Context: an optimization exercise on an open-source flow, tuned for small area. The choices shown serve that exercise and are no tape-out recipe. Only simulation tests tie the RTL to the original design; equivalence was not proved. No activity file was given, so power comes from the tool's default toggle rates.

### design/flow/run.sh
#!/bin/bash
# synth_recipe.tcl (not shown) runs the flow's synth.tcl, then flattens the netlist and writes it again
# the make line also repeats each setting of config.mk as NAME=value (left out here)
make -C /OpenROAD-flow-scripts/flow DESIGN_CONFIG=/design/flow/config.mk WORK_HOME=/design/flow/orfs CLKGATE_MAP_FILE= SYNTH_SCRIPT=/design/flow/synth_recipe.tcl finish
### design/flow/config.mk
export PLATFORM = sky130hd
export DESIGN_NAME = host_link_top
export DESIGN_NICKNAME = host_link_top
export VERILOG_FILES = /design/flow/design.v
export SDC_FILE = /design/flow/constraint.sdc
export NUM_CORES = 4
export LEC_CHECK = 0
export CAP_MARGIN = 20
export CORE_MARGIN = 2
export CORE_UTILIZATION = 40
export SLEW_MARGIN = 20
### design/flow/constraint.sdc
create_clock -name core_clock -period 6.0 [get_ports {BUS_CLK}]
set_input_delay 1.2000 -clock core_clock [delete_from_list [all_inputs] [get_ports {BUS_CLK}]]
set_output_delay 1.2000 -clock core_clock [all_outputs]
set_load 0.01 [all_outputs]
### design/flow/design.v
`timescale 1ns/1ps
`default_nettype none
module host_link_top (
  input  wire logic        BUS_CLK,
  input  wire logic        rst_n,
  input  wire logic        wr_wren,
  input  wire logic [31:0] wr_data,
  output logic             wr_full,
  input  wire logic        rd_rden,
  output logic      [31:0] rd_data,
  output logic             rd_empty,
  output logic             rd_eof,
  output logic             app_running,
  output logic             app_error
);
  localparam logic [1:0] cls_nop   = 2'd0;
  localparam logic [1:0] cls_start = 2'd1;
  localparam logic [1:0] cls_bad   = 2'd2;
  localparam logic [1:0] cls_cfg   = 2'd3;
  logic [4:0]  c_cnt;       
  logic [1:0]  wph;         
  logic [1:0]  wcls;        
  logic [5:0]  cw;          
  logic [5:0]  cr;          
  logic [1:0]  word_cnt;    
  logic        cmd_valid;
  logic [31:0] p_mem [6];
  logic [31:0] e_mem [6];
  logic [5:0]  cfg_mem;
  logic        accept;
  logic        pop;
  logic        take;
  logic [1:0]  hcls;
  logic [31:0] p_in;
  logic [31:0] cp;          
  logic [31:0] ce;          
  logic        c_is_cfg;
  logic        c_start;
  logic        c_bad;
  assign accept  = wr_wren && (c_cnt != 5'd16);
  assign pop     = (c_cnt != 5'd0) && !cmd_valid;
  assign wr_full = (c_cnt >= 5'd14);
  always_comb begin
    if (wr_data[15:8] == 8'h00)                               hcls = cls_nop;
    else if (wr_data[15:0] == 16'h0108)                       hcls = cls_cfg;
    else if (wr_data[15:0] == 16'h0908)                       hcls = cls_start;
    else                                                      hcls = cls_bad;
  end
  assign p_in = {(wcls == cls_cfg) ? wr_data[31:30] : wcls, wr_data[29:0]};
  always_comb begin
    cp       = '0;
    ce       = '0;
    c_is_cfg = 1'b0;
    for (int i = 0; i < 6; i++) begin
      cp       = cp | ({32{cr[i]}} & p_mem[i]);
      ce       = ce | ({32{cr[i]}} & e_mem[i]);
      c_is_cfg = c_is_cfg | (cr[i] & cfg_mem[i]);
    end
  end
  assign c_start = !c_is_cfg && (cp[31:30] == cls_start);
  assign c_bad   = !c_is_cfg && (cp[31:30] == cls_bad);
  always_ff @(posedge BUS_CLK or negedge rst_n) begin
    if (!rst_n) begin
      c_cnt     <= '0;
      wph       <= '0;
      cw        <= 6'b000001;
      cr        <= 6'b000001;
      word_cnt  <= '0;
      cmd_valid <= 1'b0;
    end else begin
      if (accept && !pop)      c_cnt <= c_cnt + 5'd1;
      else if (!accept && pop) c_cnt <= c_cnt - 5'd1;
      if (accept) begin
        wph <= (wph == 2'd2) ? 2'd0 : wph + 2'd1;
        if (wph == 2'd2) cw <= {cw[4:0], cw[5]};
      end
      if (take) begin
        cmd_valid <= 1'b0;
        cr        <= {cr[4:0], cr[5]};
      end
      if (pop) begin
        if (word_cnt == 2'd2) begin
          word_cnt  <= 2'd0;
          cmd_valid <= 1'b1;
        end else begin
          word_cnt <= word_cnt + 2'd1;
        end
      end
    end
  end
  always_ff @(posedge BUS_CLK) begin
    if (accept && wph == 2'd0) wcls <= hcls;
    for (int i = 0; i < 6; i++) begin
      if (accept && wph == 2'd1 && cw[i]) begin
        p_mem[i]   <= p_in;
        cfg_mem[i] <= (wcls == cls_cfg);
      end
      if (accept && wph == 2'd2 && cw[i]) e_mem[i] <= wr_data;
    end
  end
  logic        running;
  logic        waiting;     
  logic        cfgv;        
  logic [15:0] stride;
  logic [31:0] expbits;
  logic [15:0] expc;
  logic [15:0] rem;         
  logic [15:0] pace;
  logic        first;       
  logic        done_seen;
  logic        frame_wren;
  logic        f_high;
  assign take        = cmd_valid && (!running || !c_is_cfg);
  assign frame_wren  = running && !waiting && !f_high;
  assign app_running = running;
  always_ff @(posedge BUS_CLK or negedge rst_n) begin
    if (!rst_n) begin
      running   <= 1'b0;
      waiting   <= 1'b0;
      cfgv      <= 1'b0;
      stride    <= '0;
      expbits   <= '0;
      done_seen <= 1'b0;
      app_error <= 1'b0;
    end else begin
      if (take) begin
        if (c_is_cfg) begin   
          stride  <= cp[31:16];
          expbits <= ce;
          cfgv    <= 1'b1;
        end
        if (c_bad) app_error <= 1'b1;
        if (c_start) begin
          if (running)                   app_error <= 1'b1;
          else if (cp[15:0] == 16'd0)    done_seen <= 1'b1;
          else                           running   <= 1'b1;
        end
      end
      if (frame_wren) begin
        if (rem == 16'd1) begin
          running   <= 1'b0;
          done_seen <= 1'b1;
        end else if (cfgv && expc[15:1] != 15'd0) begin
          waiting <= 1'b1;
        end
      end
      if (waiting && pace == 16'd2) waiting <= 1'b0;
    end
  end
  always_ff @(posedge BUS_CLK) begin
    if (take && c_is_cfg) expc <= cp[15:0];
    if (take && c_start && !running) begin
      rem   <= cp[15:0];
      first <= 1'b1;
    end
    if (frame_wren) begin
      rem   <= rem - 16'd1;
      first <= 1'b0;
      pace  <= expc;
    end else if (waiting) begin
      pace <= pace - 16'd1;
    end
  end
  logic [2:0]  f_cnt;
  logic [5:0]  fw;
  logic [5:0]  fr;
  logic        half;        
  logic [15:0] ridx;        
  logic [15:0] fs_mem [6];
  logic [31:0] fe_mem [6];
  logic [5:0]  ff_mem;
  logic [15:0] hs;
  logic [31:0] he;
  logic        hf;
  logic [15:0] hidx;
  logic        rtake;
  logic        frame_rden;
  assign f_high     = f_cnt[2] && f_cnt[1];   
  assign rd_empty   = (f_cnt == 3'd0);
  assign rtake      = rd_rden && !rd_empty;
  assign frame_rden = rtake && half;
  assign rd_eof     = !running && done_seen && rd_empty;   
  always_comb begin
    hs = '0;
    he = '0;
    hf = 1'b0;
    for (int i = 0; i < 6; i++) begin
      hs = hs | ({16{fr[i]}} & fs_mem[i]);
      he = he | ({32{fr[i]}} & fe_mem[i]);
      hf = hf | (fr[i] & ff_mem[i]);
    end
  end
  assign hidx    = hf ? 16'd0 : ridx;
  assign rd_data = half ? {hidx, hs} : he;
  always_ff @(posedge BUS_CLK or negedge rst_n) begin
    if (!rst_n) begin
      f_cnt <= '0;
      fw    <= 6'b000001;
      fr    <= 6'b000001;
      half  <= 1'b0;
    end else begin
      if (frame_wren && !frame_rden)      f_cnt <= f_cnt + 3'd1;
      else if (!frame_wren && frame_rden) f_cnt <= f_cnt - 3'd1;
      if (frame_wren) fw <= {fw[4:0], fw[5]};
      if (frame_rden) fr <= {fr[4:0], fr[5]};
      if (rtake) half <= !half;
    end
  end
  always_ff @(posedge BUS_CLK) begin
    for (int i = 0; i < 6; i++) begin
      if (frame_wren && fw[i]) begin
        fs_mem[i] <= stride;
        fe_mem[i] <= expbits;
        ff_mem[i] <= first;
      end
    end
    if (frame_rden) ridx <= hidx + 16'd1;
  end
endmodule
`default_nettype wire
==> run_results.csv, run 1 <==
group,metric,value,unit
cts,cts-resized-gates,0,
critical_path,cp-endpoint,"rd_data[17]",
run,cap_viol_max_count,0,
logic_synthesis,synth_edf_count,750,
layout,antennaDiodeCount,0,
routing,final_antenna_net_count,0,
cts,cts_tree,"built",
layout,fillers,6491,
layout,area_growth,15.0,%
floorplanning,boundaryPins,73,
sta,slew-limit-headroom,27.1,%
critical_path,r2r_cells,6,
logic_synthesis,yosysTopAreaCellShare,71.8,%
global_route,gr-usage-all-layers,18.4,%
cts,cts_made_buffers,82,
logic_synthesis,ys_ff_latch,842,
critical_path,path_class,"reg -> out",
sta,finalCritPeriodShare,77.1,%
critical_path,cp_data_arrival_time,3.42,ns
critical_path,cp_num_cells,6,
cts,postCtsHoldBufs,0,
floorplanning,core,0.0775,mm^2
global_route,antenna_found_initial,3,
cts,h-tree-depth,3,
place,gp_congestion,0.770,
logic_synthesis,yosys.cell_types.count,60,
critical_path,max_stage_delay,0.64,ns
logic_synthesis,async_reset_ff_share,10.8,%
routing,drt_iter0_drc,1696,
logic_synthesis,avgSynthCellArea,17.0,um^2
layout,drive_gt1_share,11.6,%
routing,drc,0,
global_route,grt-ovfl-total,0,
cts,cts_setup_buffers,0,
sta,hold_viol_final,0,
sta,clock_skew,0.0237,ns
critical_path,r2r-start,"running",
critical_path,path_cells,"a22oi_1 > nand3_1 > inv_2 > and2_1 > mux2_2 > clkdlybuf4s50_1",
floorplanning,num_rows,102,
min_path,hp-class,"reg -> reg",
routing,vias,17100,
critical_path,critPathCaptureType,"primary output",
logic_synthesis,yosys-top-cells-area,"edfxtp_1 (72%), dfrtp_1 (6.9%), a22oi_1 (4.0%)",
cts,cts_buffer_depth,3,
critical_path,cp.required,4.80,ns
routing,first_pass_iters,7,
routing,wl_per_cell,24.6,um
sta,finalSetupViolCount,0,
critical_path,regToRegSetupSlack,2.37,ns
global_route,grt_max_degree,67,
logic_synthesis,yosysWarnings,5,
critical_path,rr_endpoint,"fe_mem[0][23]",
cts,clkSinkCount,842,
power,p_leak,11.2,nW
power,p_per_area,332,mW/mm^2
critical_path,crit_start,"fr[1]",
layout,nNetsFinal,1985,
logic_synthesis,synth_nets,1890,
critical_path,crit_path_top_delay_cell,"dfrtp_2",
logic_synthesis,synth_top_area_cell,"edfxtp_1",
logic_synthesis,synthCells,1842,
layout,fin_util,46.5,%
logic_synthesis,ys_seq_area_share,79.2,%
routing,via_per_inst,5.63,
routing,wl,75000,um
floorplanning,initial_core_util,40.5,%
place,io_buffers,72,
critical_path,crit_family,"buffers and inverters",
global_route,grt_pass1_wl,112000,um
power,ir_drop,0.000217,V
sta,slew_violations,0,
logic_synthesis,synthFlopType,"edfxtp_1",
critical_path,worstSetupStartpointType,"flop",
sta,fin_setup_tns,0,ns
outcome,status,"no timing/DRC/antenna violations",
sta,fmax,216,MHz
place,dp_hpwl,43200,um
logic_synthesis,netlist_area,0.0313,mm^2
floorplanning,die_x,284,um
global_route,first_global_vias,17400,
sta,tightest_slew,1.09,ns
critical_path,path_max_fanout,25,
critical_path,crit_buf_inv,2,
cts,cts-root-buf,"clkbuf_16",
floorplanning,chipHeight,284,um
cts,clk_pin_slew,0.06,ns
sta,rsz0062_at_grt,"false",
cts,clk_latency,0.62,ns
sta,layout_min_cycle_time,4.62,ns
floorplanning,dieArea,0.0806,mm^2
[metal layers]
layer / routed length [um] / vias to the layer above / global-route usage, % / part of all wire (%)
li1: - / 7671 / - / -
met2: 36400 / 565 / 30.2 / 48
met3: 5240 / 97 / 3.54 / 7.0
met5: 21 / - / 0 / 0.028
met4: 1380 / 4 / 5.12 / 1.8
met1: 32000 / 8805 / 25.2 / 43
[placed cells by master, fill, tap and decap left out, types with 6 or more instances in the layout]
master / n
xor2_1: 13
nand3_1: 38
clkbuf_16: 87
and2_1: 13
a222oi_1: 32
nor3_1: 13
clkinv_1: 8
nand2_1: 63
a22o_1: 46
and3_1: 8
a22oi_2: 6
edfxtp_1: 750
nor4_1: 14
a22oi_1: 167
buf_4: 50
mux2_2: 13
inv_1: 23
clkdlybuf4s50_1: 71
clkbuf_8: 7
and4_1: 17
and2_2: 6
o21ai_1: 25
nor2_1: 93
nand4_1: 8
clkbuf_1: 18
a221oi_1: 59
o21ai_0: 12
bufinv_16: 8
mux2_1: 9
a21oi_1: 43
dfrtp_1: 76
a31oi_1: 65
ha_1: 10
dfrtp_2: 10
a21o_1: 12
clkinv_2: 21
xnor2_1: 31
[power breakdown]
part           leakage, nW  internal (W)  switching [W]
registers             7.40       0.00638      0.0000404
logic                 2.44      0.000139       0.000178
clock network         1.36       0.00308        0.00213
[synth_stat cells, types with 10 or more instances]
master,number
mux2_2,13
o21ai_1,24
a221oi_1,59
a21oi_1,43
nor4_1,14
nor2_1,93
and2_1,20
nand3_1,38
a21o_1,12
nand2_1,63
edfxtp_1,750
clkbuf_1,88
a22oi_1,167
xor2_1,13
a22o_1,46
dfrtp_1,87
o21ai_0,13
inv_1,23
xnor2_1,31
and4_1,17
ha_1,10
a31oi_1,65
a222oi_1,32
nor3_1,13
[cell type report]
cell class	count	area (um^2)	share of cell area, %
Sequential cell	842	24800	68.9
Multi-Input combinational cell	865	5980	16.6
Clock buffer	112	2340	6.49
Tap cell	1040	1300	3.61
Timing Repair Buffer	121	1090	3.01
Clock inverter	40	407	1.13
Inverter	25	93.8	0.260
[logic make-up (layout without fill, tap and decap cells)]
kind of cell	after synthesis	in the layout	share of synthesized area, %
AOI/OAI and AO/OA	476	476	11.3
xor gates and xnor gates	44	44	1.23
adders and majority gates	12	12	0.527
buffers and inverters	135	298	1.80
DFF	842	842	79.2
muxes	22	22	0.790
and+or+nand+nor	311	311	5.18
[metrics by stage]
stage / worst slack [ns] / instances / hold slack [ns] / power (W) / area (um^2)
2_1_floorplan: 2.84 / 1842 / 0.429 / 0.00672 / 31300
3_3_place_gp: 1.98 / 2893 / 0.438 / 0.00685 / 33300
3_5_place_dp: 1.94 / 2893 / 0.448 / 0.00687 / 33300
4_1_cts: 1.31 / 3045 / 0.462 / 0.0120 / 36000
5_1_grt: 1.09 / 3045 / 0.485 / 0.0123 / 36000
6_report: 1.38 / 3045 / 0.462 / 0.0119 / 36000
[state kept, by name (all words and copies together), names as in the netlist, 2 cells and up]
signal    count
c_cnt         5
cfg_mem       6
cr            6
cw            6
e_mem       192
expbits      32
expc         16
f_cnt         3
fe_mem      192
ff_mem        6
fr            6
fs_mem       96
fw            6
p_mem       192
pace         16
rem          16
ridx         16
stride       16
wcls          2
word_cnt      2
wph           2
[how the worst min path moves through the flow]
stage / from / to / slack (ns) / cells after the start
global route: done_seen / done_seen / 0.48 / 1
detailed placement: done_seen / done_seen / 0.45 / 1
finish: done_seen / done_seen / 0.46 / 1
CTS: done_seen / done_seen / 0.46 / 1
floorplan: done_seen / done_seen / 0.43 / 1
global placement: done_seen / done_seen / 0.44 / 1
==> run 2: changes to the inputs <==
--- a/design/flow/config.mk
+++ b/design/flow/config.mk
@@ -7,5 +7,6 @@
 export LEC_CHECK = 0
 export CAP_MARGIN = 20
 export CORE_MARGIN = 2
-export CORE_UTILIZATION = 40
+export CORE_UTILIZATION = 65
+export CTS_BUF_LIST = sky130_fd_sc_hd__clkbuf_4 sky130_fd_sc_hd__clkbuf_8
 export SLEW_MARGIN = 20
==> run 2 against run 1 <==
Synthesized cell count unchanged. Routed wire length fell by 4.4%. Sequential power hardly changed. Die area decreased by 38%. Register-to-register slack worse by 0.21 ns. Global-route usage rose by 11 points. Critical endpoint is now rd_data[18]. Worst setup slack worse by 0.15 ns. Non-clock buffer count fell by 13. Critical path type unchanged. Core utilization rose by 28 points. Largest cell class unchanged. Count of clock-buffer cells in the layout is 103 higher.
==> run_results.csv, run 2 <==
group,metric,value,unit
sta,layout_min_cycle_time,4.77,ns
sta,tightest_slew,1.08,ns
critical_path,crit_buf_inv,2,
layout,layout_common_cells,"edfxtp_1 (750), a22oi_1 (167), clkbuf_8 (149)",
layout,nNetsFinal,2024,
critical_path,max_stage_delay,0.60,ns
logic_synthesis,avgSynthCellArea,17.0,um^2
sta,slew_violations,0,
logic_synthesis,synth_edf_count,750,
cts,clk_pin_slew,0.06,ns
outcome,status,"no timing/DRC/antenna violations",
critical_path,crit_family,"buffers and inverters",
critical_path,path_class,"reg -> out",
place,dp_hpwl,40300,um
layout,final_cells,2705,
run,cap_viol_max_count,0,
layout,largest_registers,"e_mem: 192 flops, fe_mem: 192 flops, p_mem: 192 flops",
logic_synthesis,yosys-top-cells-area,"edfxtp_1 (72%), dfrtp_1 (6.9%), a22oi_1 (4.0%)",
floorplanning,core,0.0476,mm^2
logic_synthesis,synthFlopType,"edfxtp_1",
critical_path,worstSetupStartpointType,"flop",
routing,drc,0,
routing,final_antenna_net_count,0,
cts,h-tree-depth,4,
min_path,hp-class,"in -> async",
logic_synthesis,yosysTopAreaCellShare,71.8,%
routing,first_pass_iters,6,
logic_synthesis,yosysWarnings,5,
cts,cts-resized-gates,0,
power,power.total,0.0118,W
critical_path,path_cells,"a22oi_1 > nand3_1 > inv_2 > nand2_1 > a21oi_1 > clkdlybuf4s50_1",
floorplanning,dieArea,0.0500,mm^2
global_route,antenna_found_initial,2,
place,gp_congestion,0.804,
routing,wl,71600,um
critical_path,cp_data_arrival_time,3.57,ns
sta,finalSetupViolCount,0,
routing,wl_per_cell,26.5,um
logic_synthesis,ys_ff_latch,842,
logic_synthesis,async_reset_ff_share,10.8,%
logic_synthesis,synth_common_cells,"edfxtp_1 (750), a22oi_1 (167), nor2_1 (93)",
global_route,grt_pass1_wl,108000,um
sta,slew-limit-headroom,27.9,%
logic_synthesis,synth_nets,1890,
sta,clock_skew,0.0214,ns
sta,fin_setup_tns,0,ns
place,io_buffers,72,
sta,finalCritPeriodShare,79.5,%
routing,via_per_inst,6.53,
floorplanning,die_x,224,um
power,p_leak,11.3,nW
floorplanning,boundaryPins,73,
layout,area_growth,13.3,%
global_route,first_global_vias,17500,
critical_path,crit_path_top_delay_cell,"dfrtp_2",
cts,clk_latency,0.78,ns
power,ir_drop,0.000293,V
critical_path,cp.required,4.80,ns
cts,cts_buffer_depth,3,
sta,rsz0062_at_grt,"false",
logic_synthesis,yosysMostFrequentCell,"edfxtp_1",
floorplanning,initial_core_util,65.8,%
cts,clkSinkCount,842,
logic_synthesis,netlist_area,0.0313,mm^2
cts,postCtsHoldBufs,0,
logic_synthesis,synth_top_area_cell,"edfxtp_1",
sta,hold_ws,0.409,ns
critical_path,path_max_fanout,25,
cts,cts_tree,"built",
place,placed_cells,2455,
layout,final_common_cell,"edfxtp_1",
global_route,grt-ovfl-total,0,
power,p_per_area,332,mW/mm^2
critical_path,critPathCaptureType,"primary output",
cts,cts-root-buf,"clkbuf_8",
cts,cts_setup_buffers,0,
logic_synthesis,synthCells,1842,
routing,vias,17700,
layout,drive_gt1_share,16.0,%
sta,fmax,210,MHz
routing,drt_iter0_drc,2105,
cts,cts_made_buffers,134,
logic_synthesis,ys_seq_area_share,79.2,%
sta,hold_viol_final,0,
logic_synthesis,yosys.cell_types.count,60,
global_route,grt_max_degree,96,
floorplanning,chipHeight,224,um
global_route,gr-usage-all-layers,29.5,%
floorplanning,num_rows,80,
run 2: area by class of cell:
| cell class | count | area, um^2 |
|---|---|---|
| clock buffer | 215 | 2550 |
| tap | 615 | 769 |
| fill | 2900 | 12100 |
| antenna | 1 | 2.50 |
| clock inverter | 34 | 287 |
| multi-input combinational | 865 | 5980 |
| inverter | 25 | 93.8 |
| sequential | 842 | 24800 |
| timing repair buffer | 108 | 1010 |
run 2: final timing paths:
| kind | start | to | slack (ns) | cells after the start |
|---|---|---|---|---|
| setup / recovery | fr[1] | rd_data[18] | 1.23 | 6 |
| hold / removal | rst_n | fr[1] | 0.41 | 1 |
| setup reg to reg | running | fs_mem[1][2] | 2.16 | 5 |
| hold reg to reg | fw[5] | fw[5] | 0.47 | 1 |
| max in group asynchronous | rst_n | cw[1] | 4.22 | 2 |
| min in group core_clock | fw[5] | fw[5] | 0.47 | 1 |
run 2: cell families after synthesis:
logic type	synth area share [%]
AOI/OAI and AO/OA	11.3
xor gates and xnor gates	1.23
adders and majority gates	0.527
buffers and inverters	1.80
DFF	79.2
muxes	0.790
and+or+nand+nor	5.18
run 2: per-layer routing:
metal	track usage [%]	routed length [um]
met5	0	0
met4	8.75	1100
met3	6.95	6520
met2	44.8	33900
met1	43.6	30100
run 2: report_power, final:
part / switching, W / internal (W)
clock network: 0.00219 / 0.00287
logic: 0.000177 / 0.000140
registers: 0.0000444 / 0.00639
run 2: stage by stage:
step	utilization [%]	instance area [um^2]	worst slack, ns
detailed placement	68.6	32700	1.88
CTS	74.6	35500	1.16
floorplan	-	31300	2.84
global placement	68.6	32700	1.97
finish	74.6	35500	1.23
global route	74.6	35500	0.975
==> run 3: changes to the inputs <==
--- a/design/flow/design.v
+++ b/design/flow/design.v
@@ -20,7 +20,7 @@
   logic [4:0]  c_cnt;       
   logic [1:0]  wph;         
   logic [1:0]  wcls;        
-  logic [5:0]  cw;          
+  logic [2:0]  cw;          
   logic [5:0]  cr;          
   logic [1:0]  word_cnt;    
   logic        cmd_valid;
@@ -63,7 +63,7 @@
     if (!rst_n) begin
       c_cnt     <= '0;
       wph       <= '0;
-      cw        <= 6'b000001;
+      cw        <= '0;
       cr        <= 6'b000001;
       word_cnt  <= '0;
       cmd_valid <= 1'b0;
@@ -72,7 +72,7 @@
       else if (!accept && pop) c_cnt <= c_cnt - 5'd1;
       if (accept) begin
         wph <= (wph == 2'd2) ? 2'd0 : wph + 2'd1;
-        if (wph == 2'd2) cw <= {cw[4:0], cw[5]};
+        if (wph == 2'd2) cw <= (cw == 3'd5) ? 3'd0 : cw + 3'd1;
       end
       if (take) begin
         cmd_valid <= 1'b0;
@@ -91,11 +91,11 @@
   always_ff @(posedge BUS_CLK) begin
     if (accept && wph == 2'd0) wcls <= hcls;
     for (int i = 0; i < 6; i++) begin
-      if (accept && wph == 2'd1 && cw[i]) begin
+      if (accept && wph == 2'd1 && cw == 3'(i)) begin
         p_mem[i]   <= p_in;
         cfg_mem[i] <= (wcls == cls_cfg);
       end
-      if (accept && wph == 2'd2 && cw[i]) e_mem[i] <= wr_data;
+      if (accept && wph == 2'd2 && cw == 3'(i)) e_mem[i] <= wr_data;
     end
   end
   logic        running;
@@ -162,7 +162,7 @@
     end
   end
   logic [2:0]  f_cnt;
-  logic [5:0]  fw;
+  logic [2:0]  fw;
   logic [5:0]  fr;
   logic        half;        
   logic [15:0] ridx;        
@@ -195,20 +195,20 @@
   always_ff @(posedge BUS_CLK or negedge rst_n) begin
     if (!rst_n) begin
       f_cnt <= '0;
-      fw    <= 6'b000001;
+      fw    <= '0;
       fr    <= 6'b000001;
       half  <= 1'b0;
     end else begin
       if (frame_wren && !frame_rden)      f_cnt <= f_cnt + 3'd1;
       else if (!frame_wren && frame_rden) f_cnt <= f_cnt - 3'd1;
-      if (frame_wren) fw <= {fw[4:0], fw[5]};
+      if (frame_wren) fw <= (fw == 3'd5) ? 3'd0 : fw + 3'd1;
       if (frame_rden) fr <= {fr[4:0], fr[5]};
       if (rtake) half <= !half;
     end
   end
   always_ff @(posedge BUS_CLK) begin
     for (int i = 0; i < 6; i++) begin
-      if (frame_wren && fw[i]) begin
+      if (frame_wren && fw == 3'(i)) begin
         fs_mem[i] <= stride;
         fe_mem[i] <= expbits;
         ff_mem[i] <= first;
--- a/design/flow/config.mk
+++ b/design/flow/config.mk
@@ -7,6 +7,7 @@
 export LEC_CHECK = 0
 export CAP_MARGIN = 20
 export CORE_MARGIN = 2
-export CORE_UTILIZATION = 65
-export CTS_BUF_LIST = sky130_fd_sc_hd__clkbuf_4 sky130_fd_sc_hd__clkbuf_8
+export CORE_UTILIZATION = 60
+export CTS_CLUSTER_DIAMETER = 60
+export CTS_CLUSTER_SIZE = 25
 export SLEW_MARGIN = 20
==> run 3 against run 2 <==
Die area is 7.5% higher. Fmax grew 2.5%. Synthesized area shrank 0.64%. Register-to-register slack better by 0.26 ns. Global-route usage shrank 2.7 points. Clock power down 25%. Core utilization is 7.4 points lower. Synthesized cell count fell by 0.11%. Clock skew is 0.022 ns higher. Critical endpoint is now rd_data[17]. Count of clock-buffer cells in the layout shrank 156. Largest cell class unchanged.
==> run_results.csv, run 3 <==
group,metric,value,unit
cts,postCtsHoldBufs,0,
critical_path,crit_buf_inv,2,
critical_path,crit_family,"flip-flops",
power,ir_drop,0.000296,V
sta,slew-limit-headroom,27.9,%
layout,drive_gt1_share,9.65,%
logic_synthesis,yosys.cell_types.count,65,
cts,cts-resized-gates,0,
logic_synthesis,synthFlopType,"edfxtp_1",
cts,h-tree-depth,2,
logic_synthesis,yosysWarnings,5,
sta,layout_min_cycle_time,4.65,ns
global_route,grt-ovfl-total,0,
logic_synthesis,synth_nets,1890,
global_route,busiest_layer,"met2",
layout,final_cells,2617,
global_route,grt_max_degree,96,
global_route,met2_usage,41.5,%
power,p_per_area,317,mW/mm^2
global_route,antenna_found_initial,0,
min_path,hp-class,"reg -> reg",
cts,cts_buffer_depth,3,
logic_synthesis,synthCells,1840,
place,dp_slack,1.99,ns
logic_synthesis,avgSynthCellArea,16.9,um^2
power,p_leak,10.5,nW
floorplanning,num_rows,83,
logic_synthesis,synth_edf_count,750,
routing,wl,70900,um
global_route,gr-usage-all-layers,26.8,%
run,cap_viol_max_count,0,
cts,cts_tree,"built",
cts,cts_made_buffers,49,
logic_synthesis,yosys-top-cells-area,"edfxtp_1 (72%), dfrtp_1 (6.7%), a22oi_1 (4.1%)",
layout,layout_common_cells,"edfxtp_1 (750), a22oi_1 (169), nor2_1 (97)",
critical_path,path_max_fanout,31,
logic_synthesis,ys_ff_latch,836,
routing,wl_per_cell,27.1,um
routing,first_pass_iters,6,
layout,final_common_cell,"edfxtp_1",
place,gp_congestion,0.829,
sta,fmax,215,MHz
global_route,grt_pass1_wl,106000,um
floorplanning,initial_core_util,60.7,%
routing,final_antenna_net_count,0,
routing,vias,16900,
place,io_buffers,72,
logic_synthesis,netlist_area,0.0311,mm^2
sta,setup_ws,1.35,ns
layout,antennaDiodeCount,0,
place,placed_cells,2524,
sta,clock_skew,0.0429,ns
cts,clk_latency,0.63,ns
logic_synthesis,synth_top_area_cell,"edfxtp_1",
logic_synthesis,yosysTopAreaCellShare,72.3,%
critical_path,max_stage_delay,0.86,ns
sta,rsz0062_at_grt,"false",
logic_synthesis,yosysMostFrequentCell,"edfxtp_1",
place,dp_hpwl,40400,um
routing,drc,0,
outcome,status,"no timing/DRC/antenna violations",
layout,area_growth,10.7,%
critical_path,crit_path_top_delay_cell,"dfrtp_2",
sta,tightest_slew,1.08,ns
global_route,grt_use_met3,4.67,%
cts,cts-root-buf,"clkbuf_16",
critical_path,worstSetupStartpointType,"flop",
floorplanning,core,0.0513,mm^2
floorplanning,chipHeight,232,um
sta,hold_viol_final,0,
layout,nNetsFinal,1946,
logic_synthesis,async_reset_ff_share,10.2,%
critical_path,path_class,"reg -> out",
critical_path,cp_data_arrival_time,3.45,ns
layout,fin_util,67.2,%
floorplanning,die_x,232,um
routing,drt_iter0_drc,1941,
critical_path,critPathCaptureType,"primary output",
critical_path,cp.required,4.80,ns
cts,clkSinkCount,836,
sta,slew_violations,0,
critical_path,path_cells,"a22oi_1 > nand3_1 > inv_2 > and2_1 > mux2_2 > clkdlybuf4s50_1",
sta,finalSetupViolCount,0,
routing,via_per_inst,6.47,
cts,clk_pin_slew,0.09,ns
global_route,grt_use_met1,40.7,%
logic_synthesis,ys_seq_area_share,79.2,%
floorplanning,dieArea,0.0538,mm^2
sta,finalCritPeriodShare,77.6,%
cts,cts_setup_buffers,0,
layout,largest_registers,"e_mem: 192 flops, fe_mem: 192 flops, p_mem: 192 flops",
logic_synthesis,synth_common_cells,"edfxtp_1 (750), a22oi_1 (169), nor2_1 (105)",
global_route,first_global_vias,16500,
floorplanning,boundaryPins,73,
-- run 3: worst paths after layout --
kind / start / to / slack [ns] / cells after the start
worst max-delay path: fr[3] / rd_data[17] / 1.35 / 6
worst min-delay path: cfgv / cfgv / 0.48 / 1
worst max register to register: fr[5] / ridx[10] / 2.42 / 10
worst min register to register: cfgv / cfgv / 0.48 / 1
max in group asynchronous: rst_n / expbits[11] / 4.15 / 2
min in group asynchronous: rst_n / half / 0.60 / 1
-- run 3: cells by family (layout without fill, tap and decap cells) --
family	count (synthesis)	count (layout)	share of synthesized area (%)
xor+xnor	47	47	1.32
mux	16	16	0.578
simple gates	319	319	5.24
compound gates	472	472	11.3
flops	836	836	79.2
buf+inv	136	233	1.79
fa+ha+maj	14	14	0.611
-- run 3: worst reg2reg max path: stages (launching register included) --
cell     delay, ns
dfrtp_2       0.71
a22oi_1       0.29
nand3_1       0.46
inv_2         0.41
and2_1        0.23
ha_1          0.21
nand3_1       0.15
nor3_1        0.47
nand3_1       0.17
xor2_1        0.15
nor2_1        0.06
-- run 3: routing by layer --
layer / vias to the layer above / routed length, um
li1: 7556 / -
met1: 8724 / 31100
met2: 581 / 33600
met3: 68 / 5150
met4: 0 / 984
met5: - / 0
-- run 3: through the flow --
step                hold slack [ns]  cell area (um^2)  setup TNS (ns)  power [W]
floorplan                     0.429             31200         -106.91    0.00700
global placement              0.447             32700               0    0.00724
detailed placement            0.457             32700               0    0.00727
CTS                           0.477             34500               0     0.0110
global route                  0.513             34500               0     0.0112
finish                        0.480             34500               0     0.0109
-- run 3: cell type report --
cell class | instances | area [um^2]
timing repair buffer | 114 | 1080
fill | 3502 | 16800
clock inverter | 33 | 402
sequential | 836 | 24700
tap | 680 | 851
multi-input combinational | 868 | 6050
inverter | 27 | 101
clock buffer | 59 | 1310
-- run 3: power by group --
group	switching (W)	total, W	internal, W
combinational	0.000346	0.000518	0.000172
clock	0.00197	0.00379	0.00182
sequential	0.0000946	0.00661	0.00652
==> run 4: changes to the inputs <==
==> design/flow/flow/run.sh (new file) <==
#!/bin/bash
# Standard ORFS layout, with a leaner clock tree (no dummy loads, larger sink
# clusters) and the smallest buffer for the port buffers.
set -euo pipefail
CTS="-sink_clustering_enable -repair_clock_nets -dont_use_dummy_load -buf_list sky130_fd_sc_hd__clkbuf_8 -sink_clustering_size ${CTS_SIZE:-20} -sink_clustering_max_diameter ${CTS_DIAM:-45}"
bash standard.sh \
  "CTS_ARGS=$CTS" \
  "BUFFER_PORTS_ARGS=-buffer_cell sky130_fd_sc_hd__buf_1" \
  finish > make_finish.log 2>&1
==> design/flow/standard.sh (new file) <==
#!/bin/bash
# synth_recipe.tcl (not shown) runs the flow's synth.tcl, then flattens the netlist and writes it again
# the make line also repeats each setting of config.mk as NAME=value (left out here)
make -C /OpenROAD-flow-scripts/flow DESIGN_CONFIG=/design/flow/config.mk WORK_HOME=/design/flow/orfs CLKGATE_MAP_FILE= SYNTH_SCRIPT=/design/flow/synth_recipe.tcl "${@:-finish}"
--- a/design/flow/config.mk
+++ b/design/flow/config.mk
@@ -8,6 +8,4 @@
 export CAP_MARGIN = 20
 export CORE_MARGIN = 2
 export CORE_UTILIZATION = 60
-export CTS_CLUSTER_DIAMETER = 60
-export CTS_CLUSTER_SIZE = 25
 export SLEW_MARGIN = 20
removed: design/flow/run.sh
==> run 4 against run 3 <==
Still clean. Total power decreased by 6.7%. Routed wire length up 1.1%. First-iteration DRC count down 7.4%. Core utilization down 1.9 points. Via count rose by 0.60%. Sequential power barely moved. Die area unchanged. Combinational power shrank 3%. Cell area decreased by 2.8%. Fmax grew 16%. Highest routed layer unchanged.
==> run_results.csv, run 4 <==
group,metric,value,unit
outcome,status,"no timing/DRC/antenna violations",
logic_synthesis,ys_ff_latch,836,
sta,finalSetupViolCount,0,
sta,rsz0062_at_grt,"false",
critical_path,path_cells,"buf_4 > a22oi_1 > and4_1 > a31oi_1 > buf_1",
place,placed_cells,2523,
critical_path,cp_data_arrival_time,2.81,ns
cts,cts_tree,"built",
critical_path,crit_start,"fr[0]",
logic_synthesis,synth_top_area_cell,"edfxtp_1",
run,cap_viol_max_count,0,
cts,clkSinkCount,836,
sta,tightest_slew,0.955,ns
cts,cts-root-buf,"clkbuf_8",
layout,largest_registers,"e_mem: 192 flops, fe_mem: 192 flops, p_mem: 192 flops",
floorplanning,core,0.0513,mm^2
power,p_leak,10.1,nW
routing,vias,17000,
critical_path,path_class,"reg -> out",
sta,slew_violations,0,
global_route,grt_max_degree,96,
cts,cts-resized-gates,0,
global_route,grt-ovfl-total,0,
critical_path,r2r-start,"fr[3]",
layout,area_growth,7.53,%
cts,clk_latency,0.70,ns
power,ir_drop,0.000246,V
layout,final_area,0.0335,mm^2
routing,drc,0,
critical_path,crit_family,"buffers and inverters",
power,p_per_area,304,mW/mm^2
cts,postCtsHoldBufs,0,
place,io_buffers,72,
routing,final_antenna_net_count,0,
logic_synthesis,yosys.cell_types.count,65,
place,dp_hpwl,39600,um
critical_path,critPathCaptureType,"primary output",
critical_path,r2r_cells,10,
floorplanning,boundaryPins,73,
logic_synthesis,yosysTopAreaCellShare,72.3,%
logic_synthesis,avgSynthCellArea,16.9,um^2
critical_path,path_max_fanout,50,
place,placed_area,0.0323,mm^2
logic_synthesis,yosys-top-cells-area,"edfxtp_1 (72%), dfrtp_1 (6.7%), a22oi_1 (4.1%)",
sta,slew-limit-headroom,36.3,%
routing,wl_per_cell,27.4,um
cts,cts_setup_buffers,0,
sta,hold_viol_final,0,
layout,final_cells,2614,
global_route,grt_pass1_wl,108000,um
min_path,hp-class,"in -> async",
critical_path,cp.required,4.80,ns
layout,layout_common_cells,"edfxtp_1 (750), a22oi_1 (169), nor2_1 (97)",
sta,fin_setup_tns,0,ns
floorplanning,die_x,232,um
global_route,first_global_vias,17300,
cts,cts_made_buffers,88,
routing,wl,71600,um
sta,clock_skew,0.0801,ns
floorplanning,num_rows,83,
logic_synthesis,synthFlopType,"edfxtp_1",
place,gp_congestion,0.794,
logic_synthesis,async_reset_ff_share,10.2,%
critical_path,rr_endpoint,"ridx[10]",
cts,cts_buffer_depth,3,
power,power.switching_fraction,21.7,%
global_route,antenna_found_initial,4,
routing,drt_iter0_drc,1797,
logic_synthesis,yosysWarnings,5,
critical_path,max_stage_delay,0.55,ns
routing,first_pass_iters,7,
critical_path,worstSetupStartpointType,"flop",
critical_path,crit_buf_inv,2,
cts,h-tree-depth,3,
sta,layout_min_cycle_time,4.01,ns
floorplanning,dieArea,0.0538,mm^2
routing,via_per_inst,6.51,
power,p_comb_share,5.0,%
logic_synthesis,synth_nets,1890,
power,power.internal,0.00797,W
layout,fin_util,65.3,%
logic_synthesis,synth_edf_count,750,
power,p_switching,0.00221,W
layout,final_common_cell,"edfxtp_1",
logic_synthesis,synthCells,1840,
critical_path,crit_path_top_delay_cell,"buf_4",
logic_synthesis,yosysMostFrequentCell,"edfxtp_1",
global_route,gr-usage-all-layers,27.1,%
logic_synthesis,synth_common_cells,"edfxtp_1 (750), a22oi_1 (169), nor2_1 (105)",
logic_synthesis,ys_seq_area_share,79.2,%
floorplanning,initial_core_util,60.7,%
sta,fmax,249,MHz
logic_synthesis,netlist_area,0.0311,mm^2
cts,clk_pin_slew,0.08,ns
floorplanning,chipHeight,232,um
layout,fillers,3616,
sta,finalCritPeriodShare,66.8,%
critical_path,regToRegSetupSlack,2.60,ns
power,p_clk_share,30.0,%
layout,nNetsFinal,1983,
layout,drive_gt1_share,9.79,%
power,p_seq_share,65.0,%
[run 4: how the worst max path moves through the flow]
stage | endpoint | cells after the start | slack [ns]
2_1_floorplan | fe_mem[1][0] | 4 | -0.59
3_3_place_gp | ridx[10] | 10 | 2.68
3_5_place_dp | ridx[10] | 10 | 2.66
4_1_cts | rd_data[17] | 6 | 1.97
5_1_grt | rd_data[17] | 6 | 1.87
6_report | rd_data[2] | 5 | 1.99
[run 4: metrics by stage]
| stage | power [W] | setup WS [ns] | hold slack, ns |
|---|---|---|---|
| final | 0.0102 | 1.99 | 0.453 |
| after global placement | 0.00723 | 2.68 | 0.448 |
| after floorplan | 0.00700 | -0.593 | 0.429 |
| after CTS | 0.0102 | 1.97 | 0.415 |
| after global routing | 0.0105 | 1.87 | 0.426 |
| after detailed placement | 0.00726 | 2.66 | 0.452 |
[run 4: kinds of logic after synthesis]
kind of cell,count (synthesis),share of synthesized area [%]
flops,836,79.2
compound gates,472,11.3
simple gates,319,5.24
buf+inv,136,1.79
xor+xnor,47,1.32
mux,16,0.578
fa+ha+maj,14,0.611
[run 4: metal layers]
| layer | vias to the layer above | GRT usage [%] | wire, um |
|---|---|---|---|
| met5 | - | 0 | 0 |
| met4 | 0 | 8.57 | 1490 |
| met3 | 95 | 5.64 | 4970 |
| met2 | 593 | 41.6 | 33100 |
| met1 | 8787 | 39.6 | 32000 |
| li1 | 7555 | - | - |
[run 4: worst reg2reg max path: cells and delay by family, from the launching register on]
kind / cells / cell delay (ns)
compound gates: 1 / 0.22
xor+xnor: 1 / 0.17
fa+ha+maj: 1 / 0.22
buf+inv: 1 / 0.44
flops: 1 / 0.40
simple gates: 6 / 1.65
[run 4: layout make-up]
cell class	count	area [um^2]	share of cell area (%)
antenna	3	7.51	0.0224
clock buffer	88	1210	3.62
inverter	27	101	0.303
multi-input combinational	868	6050	18.1
sequential	836	24700	73.7
tap	680	851	2.54
timing repair buffer	112	587	1.75
[run 4: power by group through the flow]
stage                     Clock, W  Sequential, W  Combinational (W)
after floorplan                  0        0.00672           0.000283
after global placement           0        0.00674           0.000497
after detailed placement         0        0.00674           0.000511
after CTS                  0.00312        0.00662           0.000515
after global routing       0.00332        0.00664           0.000555
final                      0.00306        0.00662           0.000504
==> run 5: changes to the inputs <==
==> design/flow/flow/run.sh (replaced) <==
#!/bin/bash
# Standard ORFS layout, with a leaner clock tree (no dummy loads, larger sink
# clusters) and the smallest buffer for the port buffers.
set -euo pipefail
CTS="-sink_clustering_enable -repair_clock_nets -dont_use_dummy_load -sink_clustering_buffer sky130_fd_sc_hd__clkbuf_8 -sink_clustering_size ${CTS_SIZE:-20} -sink_clustering_max_diameter ${CTS_DIAM:-45}"
bash standard.sh \
  "CTS_ARGS=$CTS" \
  "BUFFER_PORTS_ARGS=-buffer_cell sky130_fd_sc_hd__buf_1" \
  finish > make_finish.log 2>&1
==> run 5 against run 4 <==
Die area unchanged. Count of clock-buffer cells in the layout unchanged. Highest routed layer unchanged. Total power up 1.7%. Clock power up 6%. Cell area up 0.29%. Critical endpoint unchanged. Register-to-register slack better by 0.05 ns.
==> run_results.csv, run 5 <==
group,metric,value,unit
critical_path,cp_data_arrival_time,2.70,ns
critical_path,crit_path_top_delay_cell,"buf_4",
cts,h-tree-depth,3,
place,dp_hpwl,39600,um
sta,fin_setup_tns,0,ns
place,placed_area,0.0323,mm^2
logic_synthesis,yosys-top-cells-area,"edfxtp_1 (72%), dfrtp_1 (6.7%), a22oi_1 (4.1%)",
cts,cts-resized-gates,0,
routing,wl_per_cell,27.5,um
global_route,grt_max_degree,96,
logic_synthesis,yosys.cell_types.count,65,
logic_synthesis,ys_seq_area_share,79.2,%
logic_synthesis,yosysTopAreaCellShare,72.3,%
min_path,hp-class,"reg -> reg",
place,io_buffers,72,
sta,slew_violations,0,
sta,hold_viol_final,0,
power,p_per_area,308,mW/mm^2
sta,fmax,257,MHz
cts,cts-root-buf,"clkbuf_16",
layout,layout_common_cells,"edfxtp_1 (750), a22oi_1 (169), nor2_1 (97)",
logic_synthesis,yosysMostFrequentCell,"edfxtp_1",
layout,nNetsFinal,1983,
sta,finalCritPeriodShare,64.9,%
logic_synthesis,ys_ff_latch,836,
logic_synthesis,synth_top_area_cell,"edfxtp_1",
layout,largest_registers,"e_mem: 192 flops, fe_mem: 192 flops, p_mem: 192 flops",
routing,first_pass_iters,6,
routing,via_per_inst,6.54,
cts,cts_setup_buffers,0,
cts,cts_tree,"built",
power,power.total,0.0104,W
cts,clk_pin_slew,0.07,ns
logic_synthesis,synthCells,1840,
critical_path,cp.required,4.80,ns
sta,layout_min_cycle_time,3.90,ns
logic_synthesis,synth_nets,1890,
floorplanning,chipHeight,232,um
sta,finalSetupViolCount,0,
global_route,grt_pass1_wl,108000,um
critical_path,worstSetupStartpointType,"flop",
floorplanning,boundaryPins,73,
layout,area_growth,7.84,%
global_route,first_global_vias,17300,
critical_path,critPathCaptureType,"primary output",
floorplanning,num_rows,83,
layout,drive_gt1_share,9.79,%
critical_path,crit_buf_inv,2,
logic_synthesis,yosysWarnings,5,
global_route,antenna_found_initial,3,
routing,drc,0,
cts,postCtsHoldBufs,0,
cts,clk_latency,0.61,ns
critical_path,path_max_fanout,50,
sta,hold_ws,0.487,ns
critical_path,crit_family,"buffers and inverters",
sta,clock_skew,0.0665,ns
cts,cts_made_buffers,88,
outcome,status,"no timing/DRC/antenna violations",
sta,tightest_slew,0.981,ns
power,ir_drop,0.000232,V
routing,wl,71800,um
floorplanning,die_x,232,um
cts,clkSinkCount,836,
sta,rsz0062_at_grt,"false",
critical_path,max_stage_delay,0.54,ns
logic_synthesis,async_reset_ff_share,10.2,%
floorplanning,dieArea,0.0538,mm^2
run,cap_viol_max_count,0,
logic_synthesis,synth_edf_count,750,
layout,final_common_cell,"edfxtp_1",
sta,slew-limit-headroom,34.6,%
layout,fillers,3596,
logic_synthesis,avgSynthCellArea,16.9,um^2
layout,final_area,0.0336,mm^2
cts,cts_buffer_depth,3,
routing,drt_iter0_drc,1738,
critical_path,path_class,"reg -> out",
routing,vias,17100,
floorplanning,initial_core_util,60.7,%
power,p_leak,10.2,nW
critical_path,path_cells,"buf_4 > a22oi_1 > and4_1 > a31oi_1 > buf_1",
global_route,grt-ovfl-total,0,
logic_synthesis,synth_common_cells,"edfxtp_1 (750), a22oi_1 (169), nor2_1 (105)",
routing,final_antenna_net_count,0,
logic_synthesis,synthFlopType,"edfxtp_1",
floorplanning,core,0.0513,mm^2
global_route,gr-usage-all-layers,27.1,%
place,gp_congestion,0.794,
logic_synthesis,netlist_area,0.0311,mm^2
==> run 5: changes by cell type in the layout (fill, tap and decap cells not counted) <==
cell,change
clkbuf_16,+9
clkbuf_8,-9
diode_2,-1
==> run 5: worst reg2reg max path: cells and delay by family (launching register included) <==
family / cells / cell delay (ns)
AOI/OAI and AO/OA: 1 / 0.21
buffers and inverters: 1 / 0.43
adders and majority gates: 1 / 0.21
DFF: 1 / 0.40
xor gates and xnor gates: 1 / 0.17
and+or+nand+nor: 6 / 1.63
==> run 5: report_power, final <==
group	leakage [nW]	switching (W)	internal (W)
sequential	7.33	0.000101	0.00652
combinational	2.15	0.000354	0.000151
clock	0.679	0.00178	0.00144
total	10.2	0.00224	0.00812
==> run 5: through the flow <==
step	instances	util (%)	setup WS, ns
2_1_floorplan	1840	-	-0.593
3_3_place_gp	2523	62.9	2.68
3_5_place_dp	2523	62.9	2.66
4_1_cts	2611	65.5	2.08
5_1_grt	2612	65.5	1.97
6_report	2613	65.5	2.10
==> run 5: final timing paths <==
check / startpoint / endpoint / slack [ns] / depth (start not counted)
max: fr[0] / rd_data[2] / 2.10 / 5
min: cfgv / cfgv / 0.49 / 1
max reg2reg: fr[3] / ridx[10] / 2.65 / 10
min reg2reg: cfgv / cfgv / 0.49 / 1
max in group asynchronous: rst_n / cr[2] / 4.26 / 2
min in group asynchronous: rst_n / fr[3] / 0.53 / 1
==> run 5: kinds of logic after synthesis <==
kind of cell,Yosys count,synth area share [%]
fa+ha+maj,14,0.611
flops,836,79.2
simple gates,319,5.24
compound gates,472,11.3
buf+inv,136,1.79
xor+xnor,47,1.32
mux,16,0.578
==> run 5: layout make-up <==
type	instances	area, um^2	share of cell area [%]
inverter	27	101	0.302
sequential	836	24700	73.5
multi-input combinational	868	6050	18.0
timing repair buffer	112	587	1.75
clock buffer	88	1310	3.91
tap	680	851	2.53
antenna	2	5.00	0.0149
==> run 5: per-layer routing <==
layer | share of wire [%] | vias up | track usage [%]
met4 | 2.2 | 0 | 8.47
li1 | - | 7543 | -
met2 | 46 | 608 | 41.5
met1 | 44 | 8846 | 39.8
met3 | 7.3 | 101 | 5.71
met5 | 0 | - | 0
==> run 6: changes to the inputs <==
==> design/flow/flow/run.sh (replaced) <==
#!/bin/bash
# Standard ORFS layout, with a leaner clock tree (no dummy loads, larger sink
# clusters) and the smallest buffer for the port buffers.
set -euo pipefail
CTS="-sink_clustering_enable -repair_clock_nets -dont_use_dummy_load -sink_clustering_size ${CTS_SIZE:-35} -sink_clustering_max_diameter ${CTS_DIAM:-60}"
bash standard.sh \
  "CTS_ARGS=$CTS" \
  "BUFFER_PORTS_ARGS=-buffer_cell sky130_fd_sc_hd__buf_1" \
  finish > make_finish.log 2>&1
==> run 6 against run 5 <==
Clock power shrank 7.7%. Largest power group unchanged. Critical path depth is the same. Clock skew grew 0.0046 ns. Highest routed layer is now met5. Critical endpoint unchanged. Sequential cell count is the same.
==> run_results.csv, run 6 <==
group,metric,value,unit
outcome,status,"no timing/DRC/antenna violations",
place,placed_area,0.0323,mm^2
critical_path,max_stage_delay,0.55,ns
cts,clkSinkCount,836,
logic_synthesis,synthMuxAreaShare,0.578,%
logic_synthesis,synth_edf_count,750,
place,dp_hpwl,39600,um
routing,via_per_inst,6.57,
logic_synthesis,yosys-top-cells-area,"edfxtp_1 (72%), dfrtp_1 (6.7%), a22oi_1 (4.1%)",
logic_synthesis,avgSynthCellArea,16.9,um^2
critical_path,cp_data_arrival_time,2.72,ns
cts,cts_buffer_depth,3,
logic_synthesis,synthCells,1840,
power,p_leak,10.0,nW
cts,clk_pin_slew,0.09,ns
logic_synthesis,synthFlopType,"edfxtp_1",
routing,vias,16900,
logic_synthesis,ys_seq_area_share,79.2,%
routing,first_pass_iters,6,
sta,slew_violations,0,
cts,cts_setup_buffers,0,
cts,postCtsHoldBufs,0,
logic_synthesis,synth_top_area_cell,"edfxtp_1",
sta,rsz0062_at_grt,"false",
global_route,grt_pass1_wl,107000,um
logic_synthesis,async_reset_ff_share,10.2,%
logic_synthesis,yosys.area_share.simple,5.24,%
logic_synthesis,synth_compound_area_share,11.3,%
critical_path,crit_buf_inv,2,
global_route,grt_max_degree,96,
critical_path,worstSetupStartpointType,"flop",
routing,wl,70900,um
logic_synthesis,yosysMostFrequentCell,"edfxtp_1",
routing,wl_per_cell,27.6,um
cts,h-tree-depth,2,
floorplanning,dieArea,0.0538,mm^2
critical_path,cp.required,4.80,ns
critical_path,crit_family,"buffers and inverters",
layout,nNetsFinal,1939,
place,io_buffers,72,
critical_path,path_max_fanout,50,
sta,layout_min_cycle_time,3.92,ns
logic_synthesis,ys_ff_latch,836,
routing,final_antenna_net_count,0,
logic_synthesis,yosysWarnings,5,
layout,fillers,3609,
logic_synthesis,synth_top_family_by_area,"compound AO/OA/AOI/OAI gates",
power,ir_drop,0.000300,V
critical_path,path_cells,"buf_4 > a22oi_1 > and4_1 > a31oi_1 > buf_1",
logic_synthesis,synth_nets,1890,
sta,clock_skew,0.0711,ns
cts,cts_tree,"built",
floorplanning,initial_core_util,60.7,%
cts,clk_latency,0.62,ns
floorplanning,boundaryPins,73,
sta,hold_viol_final,0,
sta,slew-limit-headroom,34.7,%
logic_synthesis,synth_common_cells,"edfxtp_1 (750), a22oi_1 (169), nor2_1 (105)",
floorplanning,die_x,232,um
critical_path,path_class,"reg -> out",
floorplanning,core,0.0513,mm^2
routing,drc,0,
sta,fmax,255,MHz
floorplanning,num_rows,83,
layout,final_common_cell,"edfxtp_1",
layout,drive_gt1_share,7.68,%
logic_synthesis,synth_xor_area_share,1.32,%
min_path,hp-class,"reg -> reg",
logic_synthesis,yosysTopAreaCellShare,72.3,%
run,cap_viol_max_count,0,
critical_path,crit_path_top_delay_cell,"buf_4",
logic_synthesis,netlist_area,0.0311,mm^2
power,p_per_area,303,mW/mm^2
logic_synthesis,yosys.cell_types.count,65,
place,placed_cells,2523,
floorplanning,chipHeight,232,um
layout,largest_registers,"e_mem: 192 flops, fe_mem: 192 flops, p_mem: 192 flops",
place,gp_congestion,0.794,
layout,layout_common_cells,"edfxtp_1 (750), a22oi_1 (169), nor2_1 (97)",
critical_path,critPathCaptureType,"primary output",
sta,finalSetupViolCount,0,
layout,final_cells,2570,
sta,tightest_slew,0.980,ns
sta,hold_ws,0.485,ns
global_route,first_global_vias,16900,
global_route,antenna_found_initial,4,
logic_synthesis,synthAdderAreaFrac,0.611,%
global_route,grt-ovfl-total,0,
layout,fin_util,65.1,%
sta,finalCritPeriodShare,65.3,%
cts,cts_made_buffers,44,
cts,cts-resized-gates,0,
power,power.total,0.0101,W
layout,final_area,0.0334,mm^2
cts,cts-root-buf,"clkbuf_16",
routing,drt_iter0_drc,1860,
global_route,gr-usage-all-layers,26.8,%
layout,area_growth,7.17,%
run 6: cell types whose count changed in the layout (fill, tap and decap cells not counted):
cell | before | now
clkbuf_8 | 79 | 0
clkbuf_16 | 9 | 44
diode_2 | 2 | 3
run 6: kinds of logic after synthesis:
| family | count (synthesis) |
|---|---|
| flops | 836 |
| compound gates | 472 |
| fa+ha+maj | 14 |
| xor+xnor | 47 |
| simple gates | 319 |
| buf+inv | 136 |
| mux | 16 |
run 6: per-layer routing:
layer  share of wire, %  GRT usage [%]
met2                 46           41.3
met1                 45           39.8
met3                7.1           5.00
met4                2.2           7.35
met5              0.018              0
run 6: worst paths after layout:
path,startpoint,to,slack (ns),cells past startpoint
setup / recovery,fr[0],rd_data[2],2.08,5
hold / removal,cfgv,cfgv,0.49,1
setup reg to reg,fr[3],ridx[10],2.68,10
hold reg to reg,cfgv,cfgv,0.49,1
max in group asynchronous,rst_n,cr[4],4.32,2
min in group asynchronous,rst_n,fr[1],0.52,1
run 6: area by class of cell:
cell class	instances	area (um^2)	share of cell area [%]
antenna	3	7.51	0.0225
clock buffer	44	1100	3.30
inverter	27	101	0.304
multi-input combinational	868	6050	18.1
sequential	836	24700	73.9
tap	680	851	2.55
timing repair buffer	112	587	1.76
run 6: power breakdown:
group	leakage (nW)	total (W)	switching (W)	internal [W]
clock	0.542	0.00298	0.00167	0.00131
sequential	7.33	0.00662	0.000100	0.00652
combinational	2.15	0.000503	0.000352	0.000151
total	10.0	0.0101	0.00213	0.00798
run 6: metrics by stage:
step / setup TNS, ns / setup slack [ns]
floorplan: -106.91 / -0.593
global placement: 0 / 2.68
detailed placement: 0 / 2.66
CTS: 0 / 2.06
global route: 0 / 1.96
finish: 0 / 2.08
==> run 7: changes to the inputs <==
--- a/design/flow/config.mk
+++ b/design/flow/config.mk
@@ -8,4 +8,5 @@
 export CAP_MARGIN = 20
 export CORE_MARGIN = 2
 export CORE_UTILIZATION = 60
+export GPL_TIMING_DRIVEN = 0
 export SLEW_MARGIN = 20
==> run 7 against run 6 <==
Still clean on timing, DRC and antenna. Count of clock-buffer cells in the layout grew 3. Worst setup slack lost 0.84 ns. Sequential share of layout area decreased by 2.2 points. Register-to-register slack lost 0.89 ns. Cell area increased by 3.0%. Total power up 1.5%. Fmax fell by 18%. Sequential cell count unchanged. Critical endpoint is now rd_data[31]. Highest routed layer unchanged.
==> run_results.csv, run 7 <==
group,metric,value,unit
outcome,status,"no timing/DRC/antenna violations",
sta,hold_viol_final,0,
power,power.total,0.0103,W
sta,finalSetupViolCount,0,
layout,largest_registers,"e_mem: 192 flops, fe_mem: 192 flops, p_mem: 192 flops",
logic_synthesis,synth_common_cells,"edfxtp_1 (750), a22oi_1 (169), nor2_1 (105)",
cts,clk_latency,0.64,ns
logic_synthesis,netlist_area,0.0311,mm^2
place,dp_slack,1.92,ns
critical_path,r2r-start,"running",
logic_synthesis,yosysTopAreaCellShare,72.3,%
cts,h-tree-depth,2,
floorplanning,chipHeight,232,um
floorplanning,initial_core_util,60.7,%
logic_synthesis,yosysWarnings,5,
layout,drive_gt1_share,9.77,%
routing,final_antenna_net_count,0,
logic_synthesis,synth_nets,1890,
logic_synthesis,ys_ff_latch,836,
cts,clkSinkCount,836,
critical_path,critPathCaptureType,"primary output",
critical_path,crit_buf_inv,4,
critical_path,cp_data_arrival_time,3.55,ns
global_route,antenna_found_initial,1,
cts,cts-root-buf,"clkbuf_16",
critical_path,path_class,"reg -> out",
global_route,grt_max_degree,33,
critical_path,max_stage_delay,0.78,ns
floorplanning,dieArea,0.0538,mm^2
logic_synthesis,synthCells,1840,
floorplanning,die_x,232,um
layout,nNetsFinal,2099,
critical_path,cp.required,4.80,ns
critical_path,crit_family,"buffers and inverters",
floorplanning,num_rows,83,
cts,cts_made_buffers,47,
global_route,first_global_vias,17500,
global_route,grt_pass1_wl,113000,um
logic_synthesis,yosys-top-cells-area,"edfxtp_1 (72%), dfrtp_1 (6.7%), a22oi_1 (4.1%)",
logic_synthesis,avgSynthCellArea,16.9,um^2
cts,cts_setup_buffers,0,
logic_synthesis,synth_edf_count,750,
logic_synthesis,synth_top_area_cell,"edfxtp_1",
cts,cts_tree,"built",
layout,layout_common_cells,"edfxtp_1 (750), a22oi_1 (169), nor2_1 (97)",
run,cap_viol_max_count,0,
routing,wl_per_cell,28.2,um
sta,fin_setup_tns,0,ns
critical_path,crit_path_top_delay_cell,"clkbuf_1",
logic_synthesis,yosys.cell_types.count,65,
layout,final_area,0.0344,mm^2
cts,postCtsHoldBufs,0,
power,p_leak,10.6,nW
critical_path,path_max_fanout,10,
critical_path,cp_common_cell,"clkbuf_1",
layout,final_common_cell,"edfxtp_1",
power,p_per_area,298,mW/mm^2
power,power.internal,0.00809,W
critical_path,path_cells,"clkbuf_1 > clkbuf_1 > clkbuf_1 > a221oi_1 > o21ai_0 > buf_1",
logic_synthesis,yosysMostFrequentCell,"edfxtp_1",
sta,rsz0062_at_grt,"false",
logic_synthesis,synthFlopType,"edfxtp_1",
logic_synthesis,async_reset_ff_share,10.2,%
place,dp_hpwl,52100,um
cts,clk_pin_slew,0.08,ns
cts,cts-resized-gates,0,
critical_path,worstSetupStartpointType,"flop",
critical_path,crit_start,"fr[0]",
place,gp_congestion,0.809,
power,ir_drop,0.000308,V
power,p_clk_share,30.3,%
power,power.switching_fraction,21.1,%
power,p_comb_share,5.2,%
layout,area_growth,10.4,%
sta,layout_min_cycle_time,4.75,ns
routing,wl,77000,um
routing,drc,0,
routing,via_per_inst,6.55,
floorplanning,boundaryPins,73,
min_path,hp-class,"reg -> reg",
global_route,gr-usage-all-layers,29.1,%
sta,setup_ws,1.25,ns
sta,clock_skew,0.0429,ns
min_path,hp-start,"f_cnt[2]",
routing,drt_iter0_drc,2067,
sta,tightest_slew,0.951,ns
floorplanning,core,0.0513,mm^2
power,p_switching,0.00216,W
routing,vias,17900,
power,p_seq_share,64.5,%
routing,first_pass_iters,8,
sta,finalCritPeriodShare,79.2,%
layout,antennaDiodeCount,0,
place,placed_area,0.0332,mm^2
logic_synthesis,ys_seq_area_share,79.2,%
place,io_buffers,72,
global_route,grt-ovfl-total,0,
sta,slew_violations,0,
cts,cts_buffer_depth,3,
sta,fmax,210,MHz
sta,slew-limit-headroom,36.6,%
[run 7: path summary, 6_finish.rpt]
kind | slack [ns] | end | depth (start not counted)
min in group asynchronous | 0.57 | running | 1
worst max-delay path | 1.25 | rd_data[31] | 6
max in group asynchronous | 4.63 | cr[0] | 3
worst min register to register | 0.49 | f_cnt[2] | 1
worst min-delay path | 0.49 | f_cnt[2] | 1
worst max register to register | 1.79 | fe_mem[4][19] | 10
[run 7: worst reg2reg max path, stage by stage (launching register included)]
cell	delay, ns
dfrtp_1	0.71
inv_2	0.22
a21oi_1	0.28
nand2b_1	0.22
clkbuf_1	0.32
clkbuf_1	0.37
nor4_2	0.76
buf_2	0.36
buf_2	0.25
buf_4	0.19
buf_2	0.21
[run 7: metal layers]
layer	GRT usage, %	wire (um)	vias to the layer above	share of wire [%]
met5	0	11	-	0.014
met1	42.1	32100	9235	42
met4	8.33	1870	2	2.4
li1	-	-	7805	-
met2	46.7	37100	721	48
met3	4.62	5940	109	7.7
[run 7: cell type report]
cell class | instances | area [um^2]
sequential | 836 | 24700
inverter | 27 | 101
tap | 680 | 851
multi-input combinational | 868 | 6050
timing repair buffer | 160 | 1070
buffer | 109 | 457
clock buffer | 47 | 1180
fill | 3557 | 16900
[run 7: logic make-up after synthesis]
| family | after synthesis | synth area share, % |
|---|---|---|
| and+or+nand+nor | 319 | 5.24 |
| DFF | 836 | 79.2 |
| buffers and inverters | 136 | 1.79 |
| adders and majority gates | 14 | 0.611 |
| muxes | 16 | 0.578 |
| AOI/OAI and AO/OA | 472 | 11.3 |
| xor gates and xnor gates | 47 | 1.32 |
[run 7: power by group through the flow]
stage	logic (W)	clock network, W	registers, W
finish	0.000533	0.00311	0.00661
global route	0.000589	0.00332	0.00663
CTS	0.000539	0.00314	0.00661
detailed placement	0.000537	0	0.00674
global placement	0.000430	0	0.00675
floorplan	0.000283	0	0.00672
[run 7: metrics by stage]
step                      cells  utilization [%]  hold slack, ns
after floorplan            1840                -           0.429
after global placement     2592             62.9           0.461
after detailed placement   2680             64.7           0.470
after CTS                  2727             67.0           0.492
after global routing       2727             67.0           0.504
final                      2727             67.0           0.489
==> run 8: changes to the inputs <==
==> design/flow/flow/run.sh (replaced) <==
#!/bin/bash
# Standard ORFS layout, with a leaner clock tree (no dummy loads, larger sink
# clusters) and the smallest buffer for the port buffers.
set -euo pipefail
CTS="-sink_clustering_enable -repair_clock_nets -dont_use_dummy_load -sink_clustering_size ${CTS_SIZE:-25} -sink_clustering_max_diameter ${CTS_DIAM:-60}"
bash standard.sh \
  "CTS_ARGS=$CTS" \
  "BUFFER_PORTS_ARGS=-buffer_cell sky130_fd_sc_hd__buf_1" \
  finish > make_finish.log 2>&1
--- a/design/flow/config.mk
+++ b/design/flow/config.mk
@@ -8,5 +8,4 @@
 export CAP_MARGIN = 20
 export CORE_MARGIN = 2
 export CORE_UTILIZATION = 60
-export GPL_TIMING_DRIVEN = 0
 export SLEW_MARGIN = 20
==> run 8 against run 7 <==
Cell area shrank 2.7%. Routed wire length shrank 7.8%. Global-route usage shrank 2.3 points. Cell count shrank 5.6%. Combinational power shrank 5.8%. Sequential power is essentially flat. Synthesized area is the same. Clock skew grew 0.010 ns. Non-clock buffer count shrank 157. Worst hold slack lost 0.0024 ns. Count of clock-buffer cells in the layout is the same. Critical path type unchanged. Critical endpoint is now rd_data[2].
==> run_results.csv, run 8 <==
group,metric,value,unit
logic_synthesis,netlist_area,0.0311,mm^2
sta,finalSetupViolCount,0,
min_path,holdPathStages,1,
routing,wl,71000,um
critical_path,path_class,"reg -> out",
layout,largest_registers,"e_mem: 192 flops, fe_mem: 192 flops, p_mem: 192 flops",
layout,nNetsFinal,1942,
logic_synthesis,synth_nets,1890,
global_route,first_global_vias,16900,
cts,h-tree-depth,2,
cts,cts-root-buf,"clkbuf_16",
logic_synthesis,async_reset_ff_share,10.2,%
floorplanning,die_x,232,um
layout,layout_common_cells,"edfxtp_1 (750), a22oi_1 (169), nor2_1 (97)",
sta,slew-limit-headroom,36.4,%
logic_synthesis,yosys.cell_types.count,65,
logic_synthesis,synthCells,1840,
routing,drt_iter0_drc,1823,
min_path,hp-class,"reg -> reg",
global_route,grt-ovfl-total,0,
logic_synthesis,synthAdderAreaFrac,0.611,%
power,p_clk_share,30.3,%
floorplanning,boundaryPins,73,
critical_path,r2r_cells,10,
cts,cts_buffer_depth,3,
layout,final_common_cell,"edfxtp_1",
critical_path,critPathCaptureType,"primary output",
logic_synthesis,yosysMostFrequentCell,"edfxtp_1",
cts,cts_tree,"built",
run,cap_viol_max_count,0,
sta,setup_ws,2.03,ns
sta,layout_min_cycle_time,3.97,ns
logic_synthesis,yosys.area_share.simple,5.24,%
power,p_seq_share,64.8,%
logic_synthesis,avgSynthCellArea,16.9,um^2
power,power.switching_fraction,21.0,%
logic_synthesis,synth_common_cells,"edfxtp_1 (750), a22oi_1 (169), nor2_1 (105)",
cts,cts-resized-gates,0,
cts,postCtsHoldBufs,0,
sta,rsz0062_at_grt,"false",
outcome,status,"no timing/DRC/antenna violations",
cts,clkSinkCount,836,
sta,tightest_slew,0.954,ns
logic_synthesis,synth_compound_area_share,11.3,%
place,gp_congestion,0.794,
sta,hold_viol_final,0,
critical_path,worstSetupStartpointType,"flop",
critical_path,r2r-start,"fr[3]",
layout,drive_gt1_share,7.83,%
min_path,hp-start,"cfgv",
critical_path,crit_start,"fr[0]",
logic_synthesis,synth_top_area_cell,"edfxtp_1",
logic_synthesis,yosys-top-cells-area,"edfxtp_1 (72%), dfrtp_1 (6.7%), a22oi_1 (4.1%)",
logic_synthesis,synthMuxAreaShare,0.578,%
floorplanning,chipHeight,232,um
cts,cts_made_buffers,47,
logic_synthesis,ys_ff_latch,836,
power,ir_drop,0.000305,V
cts,clk_latency,0.62,ns
sta,clock_skew,0.0530,ns
global_route,grt_max_degree,96,
cts,clk_pin_slew,0.09,ns
critical_path,cp.required,4.80,ns
global_route,gr-usage-all-layers,26.9,%
logic_synthesis,synth_edf_count,750,
power,p_leak,10.1,nW
power,p_comb_share,4.9,%
power,power.internal,0.00806,W
power,p_switching,0.00215,W
floorplanning,core,0.0513,mm^2
place,dp_slack,2.66,ns
run 8: cell counts after synthesis:
No cell type changed its count.
run 8: path summary, 6_finish.rpt:
kind,slack [ns],end
setup / recovery,2.03,rd_data[2]
hold / removal,0.49,cfgv
setup reg to reg,2.68,ridx[10]
hold reg to reg,0.49,cfgv
max in group asynchronous,4.33,cr[4]
min in group asynchronous,0.51,fr[1]
run 8: logic make-up after synthesis:
family | count (synthesis)
DFF | 836
adders and majority gates | 14
AOI/OAI and AO/OA | 472
muxes | 16
and+or+nand+nor | 319
xor gates and xnor gates | 47
buffers and inverters | 136
run 8: cell type report:
| cell class | instances | area [um^2] |
|---|---|---|
| diodes | 3 | 7.51 |
| clock buffers | 47 | 1180 |
| fillers | 3598 | 17800 |
| inverters | 27 | 101 |
| multi-input cells | 868 | 6050 |
| flip-flops and latches | 836 | 24700 |
| well taps | 680 | 851 |
| repair buffers | 112 | 587 |
run 8: routing by layer:
| metal | GRT usage (%) | share of wire [%] | vias to the layer above |
|---|---|---|---|
| met2 | 41.4 | 46 | 590 |
| met1 | 40.1 | 44 | 8804 |
| met3 | 4.99 | 7.2 | 108 |
| met5 | 0 | 0 | - |
| li1 | - | - | 7490 |
| met4 | 7.03 | 2.4 | 0 |
run 8: worst max-delay path, stage by stage, from the launching register on:
cell and delay, ns:
dfstp_2 0.54, buf_4 0.55, a22oi_1 0.19, and4_1 0.24
a31oi_1 0.41, buf_1 0.20
run 8: through the flow:
step	power, W	util [%]	cells	area (um^2)	setup TNS (ns)
6_report	0.0102	65.2	2573	33500	0
5_1_grt	0.0105	65.2	2570	33500	0
4_1_cts	0.0103	65.2	2570	33500	0
3_5_place_dp	0.00726	62.9	2523	32300	0
3_3_place_gp	0.00723	62.9	2523	32300	0
2_1_floorplan	0.00700	-	1840	31200	-106.91
run 8: power by group through the flow:
| stage | combinational, W | clock (W) | sequential, W |
|---|---|---|---|
| floorplan | 0.000283 | 0 | 0.00672 |
| global placement | 0.000497 | 0 | 0.00674 |
| detailed placement | 0.000511 | 0 | 0.00674 |
| CTS | 0.000514 | 0.00314 | 0.00661 |
| global route | 0.000554 | 0.00333 | 0.00664 |
| finish | 0.000502 | 0.00309 | 0.00662 |

Check on run 8: ideal ports give 2.035 ns setup slack; a clkbuf_16 on the clock port and buf_2 on the inputs give 1.975 ns; moving port delays by the midpoint clock arrival (0.651 ns) as well gives 2.626 ns.
